From an optimization exercise on the open Yosys and OpenROAD flow, aimed at small area and a short achievable clock period; shortcuts taken in it are not production practice.
RTL that was checked went through simulation tests only; none was proved equivalent to the original.
Power and IR drop assume default switching activity.

==> flow/design.v <==
`default_nettype none
package s4rf_pkg;
  localparam int MAX_REQUEST = 4096;
  localparam int POS_W       = $clog2(MAX_REQUEST + 1);
  localparam int HEADER_LEN  = 8;
  localparam int NUM_RULES   = 6;
  localparam int RULE_W      = 38;
  localparam logic [7:0] CMD_CONNECT = 8'd1;
  localparam logic [7:0] CMD_BIND    = 8'd2;
  localparam logic [7:0] REPLY_GRANT  = 8'd90;
  localparam logic [7:0] REPLY_REJECT = 8'd91;
  localparam int REPLY_BEATS = 8;
  localparam int BEAT_W      = $clog2(REPLY_BEATS);
  localparam int              CFG_IDX_W     = 3;
  localparam int              CFG_DATA_W    = RULE_W;
  localparam logic [CFG_IDX_W-1:0] CFG_BIND_PORT = 3'd0;
  localparam int              CFG_RULE_BASE = 1;
  typedef struct packed {
    logic        valid;
    logic        kind_bind;
    logic [3:0]  wild;
    logic [31:0] addr;
  } rule_t;
  typedef struct packed {
    logic        granted;
    logic        is4a;
    logic        is_bind;
    logic [15:0] port;
    logic [31:0] addr;
  } reply_t;
endpackage
`default_nettype wire
`default_nettype none
module socks4a_request_filter (
  input  wire logic        clk,
  input  wire logic        rst_n,
  input  wire logic        in_valid,
  output logic             in_ready,
  input  wire logic [7:0]  in_req_byte,
  input  wire logic        in_end_of_request,
  output logic             out_valid,
  input  wire logic        out_ready,
  output logic [7:0]       out_reply_byte,
  output logic             out_reply_final,
  output logic             out_granted,
  output logic             out_is_socks4a,
  output logic             out_is_bind,
  input  wire logic        cfg_valid,
  output logic             cfg_ready,
  input  wire logic [2:0]  cfg_index,
  input  wire logic [37:0] cfg_data
);
  logic [5:0]  rv;             
  logic [5:0]  rk;             
  logic [3:0]  rw [6];         
  logic [31:0] ra [6];         
  logic [15:0] bp;             
  logic        bpf;            
  logic [12:0] pos;
  logic        c1, c2;         
  logic [15:0] port;
  logic [31:0] addr;
  logic [1:0]  nul;
  logic        g7;             
  logic        rvld;
  logic        last;           
  logic [2:0]  beat;
  logic        rg, r4a, rb;
  logic [15:0] rport;
  logic [31:0] raddr;
  assign cfg_ready = 1'b1;
  always_ff @(posedge clk) begin
    if (cfg_valid && cfg_index == 3'd0) bp <= cfg_data[15:0];
    if (!rst_n) bpf <= 1'b0;
    else if (cfg_valid && cfg_index == 3'd0) bpf <= 1'b1;
  end
  for (genvar i = 0; i < 6; i++) begin : g_rule
    always_ff @(posedge clk) begin
      if (cfg_valid && cfg_index == 3'(i + 1)) begin
        rk[i] <= cfg_data[36];
        rw[i] <= cfg_data[35:32];
        ra[i] <= cfg_data[31:0];
      end
      if (!rst_n) rv[i] <= 1'b0;
      else if (cfg_valid && cfg_index == 3'(i + 1)) rv[i] <= cfg_data[37];
    end
  end
  logic hdr;                   
  logic over;                  
  logic is1, is2, is3, is4, is5, is6, is7, ge7;
  assign hdr  = (pos[12:3] == 10'd0);
  assign over = pos[12];
  assign is1 = hdr && pos[2:0] == 3'd1;
  assign is2 = hdr && pos[2:0] == 3'd2;
  assign is3 = hdr && pos[2:0] == 3'd3;
  assign is4 = hdr && pos[2:0] == 3'd4;
  assign is5 = hdr && pos[2:0] == 3'd5;
  assign is6 = hdr && pos[2:0] == 3'd6;
  assign is7 = hdr && pos[2:0] == 3'd7;
  assign ge7 = !hdr || pos[2:0] == 3'd7;
  logic out_take, out_last, in_take, in_end, reply_ok, load;
  assign out_take  = rvld && out_ready;
  assign out_last  = out_take && last;
  assign in_ready  = !rvld || out_last || !in_end_of_request;
  assign in_take   = in_valid && in_ready;
  assign in_end    = in_take && in_end_of_request;
  assign reply_ok  = ge7 && (c1 || c2);
  assign load      = in_end && reply_ok;
  always_ff @(posedge clk) begin
    if (is1) begin
      c1 <= (in_req_byte == 8'd1);
      c2 <= (in_req_byte == 8'd2);
    end
    if (is2) port[15:8]  <= in_req_byte;
    if (is3) port[7:0]   <= in_req_byte;
    if (is4) addr[31:24] <= in_req_byte;
    if (is5) addr[23:16] <= in_req_byte;
    if (is6) addr[15:8]  <= in_req_byte;
    if (is7) addr[7:0]   <= in_req_byte;
  end
  logic nul_byte;
  assign nul_byte = (in_req_byte == 8'd0) && !hdr && !over;
  always_ff @(posedge clk) begin
    if (!rst_n || in_end) begin
      pos <= '0;
      nul <= '0;
    end else if (in_take) begin
      if (!over) pos <= pos + 13'd1;
      if (nul_byte && nul != 2'd2) nul <= nul + 2'd1;
    end
  end
  logic [5:0] part, part_nx, hit;
  logic       none, g_in;
  for (genvar i = 0; i < 6; i++) begin : g_match
    assign part_nx[i] = rv[i] && (rk[i] ? c2 : c1) &&
                        (rw[i][0] || ra[i][31:24] == addr[31:24]) &&
                        (rw[i][1] || ra[i][23:16] == addr[23:16]) &&
                        (rw[i][2] || ra[i][15:8]  == in_req_byte);
    assign hit[i]     = part[i] && (rw[i][3] || ra[i][7:0] == in_req_byte);
  end
  assign none = !(|rv);
  assign g_in = (|hit) || none;
  always_ff @(posedge clk) begin
    if (is6) part <= part_nx;
  end
  always_ff @(posedge clk) begin
    if (is7) g7 <= g_in;
  end
  logic rep_en;
  assign rep_en = !rvld || out_last;
  always_ff @(posedge clk) begin
    if (rep_en) begin
      rg    <= is7 ? g_in : g7;
      r4a   <= (nul == 2'd2) || (nul == 2'd1 && nul_byte);
      rb    <= c2;
      rport <= port;
      raddr <= {addr[31:8], is7 ? in_req_byte : addr[7:0]};
    end
  end
  logic [7:0]  ob, nb;
  logic [15:0] bpv;
  assign bpv = bpf ? bp : 16'd0;
  always_comb begin
    case (beat)
      3'd7:    nb = 8'd0;
      3'd0:    nb = {7'b0101101, !rg};
      3'd1:    nb = rb ? bpv[15:8] : rport[15:8];
      3'd2:    nb = rb ? bpv[7:0]  : rport[7:0];
      3'd3:    nb = rb ? 8'd0 : raddr[31:24];
      3'd4:    nb = rb ? 8'd0 : raddr[23:16];
      3'd5:    nb = rb ? 8'd0 : raddr[15:8];
      default: nb = rb ? 8'd0 : raddr[7:0];
    endcase
  end
  always_ff @(posedge clk) begin
    if (!rst_n) begin
      rvld <= 1'b0;
      beat <= '0;
      last <= 1'b0;
      ob   <= '0;
    end else begin
      rvld <= load || (rvld && !out_last);
      if (out_take) begin
        beat <= beat + 3'd1;
        last <= (beat == 3'd6);
        ob   <= nb;
      end
    end
  end
  assign out_valid       = rvld;
  assign out_reply_byte  = ob;
  assign out_reply_final = last;
  assign out_granted     = rg;
  assign out_is_socks4a  = r4a;
  assign out_is_bind     = rb;
endmodule
`default_nettype wire
export LEC_CHECK = 0
export CAP_MARGIN = 20
export CORE_MARGIN = 2
export CORE_UTILIZATION = 40
export PLACE_DENSITY = 0.6
export SETUP_SLACK_MARGIN = 2.3
export SLEW_MARGIN = 20
create_clock -name core_clock -period 4.5 [get_ports {clk}]
standard.sh (not shown) runs the stock make flow with config.mk's settings and CLKGATE_MAP_FILE= SYNTH_SCRIPT=/design/flow/synth_recipe.tcl, a recipe that flattens the netlist after the stock synthesis.
==> flow/flow/run.sh <==
#!/bin/bash
# The standard layout (the standard.sh: standard synthesis, floorplan,
# placement, CTS, routing), with two changes:
#  - the port buffers that global placement inserts on every input and output
#    are sky130_fd_sc_hd__buf_2 instead of the delay-buffer cell that
#    buffer_ports picks on its own;
#  - clock tree synthesis uses larger sink clusters and no dummy loads.
set -uo pipefail
bash standard.sh "BUFFER_PORTS_ARGS=-buffer_cell sky130_fd_sc_hd__buf_2" \
  "CTS_ARGS=-sink_clustering_enable -repair_clock_nets -dont_use_dummy_load -buf_list sky130_fd_sc_hd__clkbuf_8 -sink_clustering_size 16 -sink_clustering_max_diameter 50" \
  finish > standard.log 2>&1
Next try:
--- a/flow/design.v
+++ b/flow/design.v
@@ -61,13 +61,12 @@
   logic [15:0] port;
   logic [31:0] addr;
   logic [1:0]  nul;
   logic        g7;             
   logic        rvld;
   logic        last;           
-  logic [2:0]  beat;
   logic        rg, r4a, rb;
   logic [15:0] rport;
   logic [31:0] raddr;
   assign cfg_ready = 1'b1;
   always_ff @(posedge clk) begin
     if (cfg_valid && cfg_index == 3'd0) bp <= cfg_data[15:0];
@@ -154,39 +153,34 @@
       r4a   <= (nul == 2'd2) || (nul == 2'd1 && nul_byte);
       rb    <= c2;
       rport <= port;
       raddr <= {addr[31:8], is7 ? in_req_byte : addr[7:0]};
     end
   end
+  logic [7:0]  bt;
   logic [7:0]  ob, nb;
   logic [15:0] bpv;
-  assign bpv = bpf ? bp : 16'd0;
-  always_comb begin
-    case (beat)
-      3'd7:    nb = 8'd0;
-      3'd0:    nb = {7'b0101101, !rg};
-      3'd1:    nb = rb ? bpv[15:8] : rport[15:8];
-      3'd2:    nb = rb ? bpv[7:0]  : rport[7:0];
-      3'd3:    nb = rb ? 8'd0 : raddr[31:24];
-      3'd4:    nb = rb ? 8'd0 : raddr[23:16];
-      3'd5:    nb = rb ? 8'd0 : raddr[15:8];
-      default: nb = rb ? 8'd0 : raddr[7:0];
-    endcase
-  end
+  assign bpv  = bpf ? bp : 16'd0;
+  assign last = bt[7];
+  assign nb = ({8{bt[0]}} & {7'b0101101, !rg}) |
+              ({8{bt[1]}} & (rb ? bpv[15:8] : rport[15:8])) |
+              ({8{bt[2]}} & (rb ? bpv[7:0]  : rport[7:0])) |
+              ({8{bt[3] && !rb}} & raddr[31:24]) |
+              ({8{bt[4] && !rb}} & raddr[23:16]) |
+              ({8{bt[5] && !rb}} & raddr[15:8]) |
+              ({8{bt[6] && !rb}} & raddr[7:0]);
   always_ff @(posedge clk) begin
     if (!rst_n) begin
       rvld <= 1'b0;
-      beat <= '0;
-      last <= 1'b0;
+      bt   <= 8'd1;
       ob   <= '0;
     end else begin
       rvld <= load || (rvld && !out_last);
       if (out_take) begin
-        beat <= beat + 3'd1;
-        last <= (beat == 3'd6);
-        ob   <= nb;
+        bt <= {bt[6:0], bt[7]};
+        ob <= nb;
       end
     end
   end
   assign out_valid       = rvld;
   assign out_reply_byte  = ob;
   assign out_reply_final = last;
Effect: Routed wire length rises by 2.4%. Sequential power rises by about 1%. Clock-buffer cell count falls by 1. Synthesized area falls by 0.34%. Global-route usage stays flat. Total power rises by 1.3%. Worst setup slack is better by 0.016 ns.
For the first run of this note, only the layout was checked, not whether the RTL still works.

-- port drivers added, routing unchanged --
The results above use ideal ports. As a check the final layouts listed here were re-extracted and re-timed, cells and wires unchanged.
Step 1 assumes that a clkbuf_16 drives the clock port and a buf_2 every other input.
Step 2 moves the port delays by t, midway between the first and last clock arrival at a register: inputs arrive t later, outputs are due t later. That takes back most of the time a late clock gives input paths.
Slacks: no drivers / after step 1 / after step 2; pairs: no drivers / after step 1.
run	shift t [ns]	slack for setup (ns)	hold WS [ns]
the first run	0.586	2.271 / 2.230 / 1.797	0.419 / 0.419 / 0.419
the second run	0.580	2.287 / 2.250 / 1.760	0.390 / 0.390 / 0.390
After both steps every run listed still meets setup and hold. The setup slack of the second run, which loses most, moves by -0.037 ns with the drivers and by -0.527 ns with both steps.
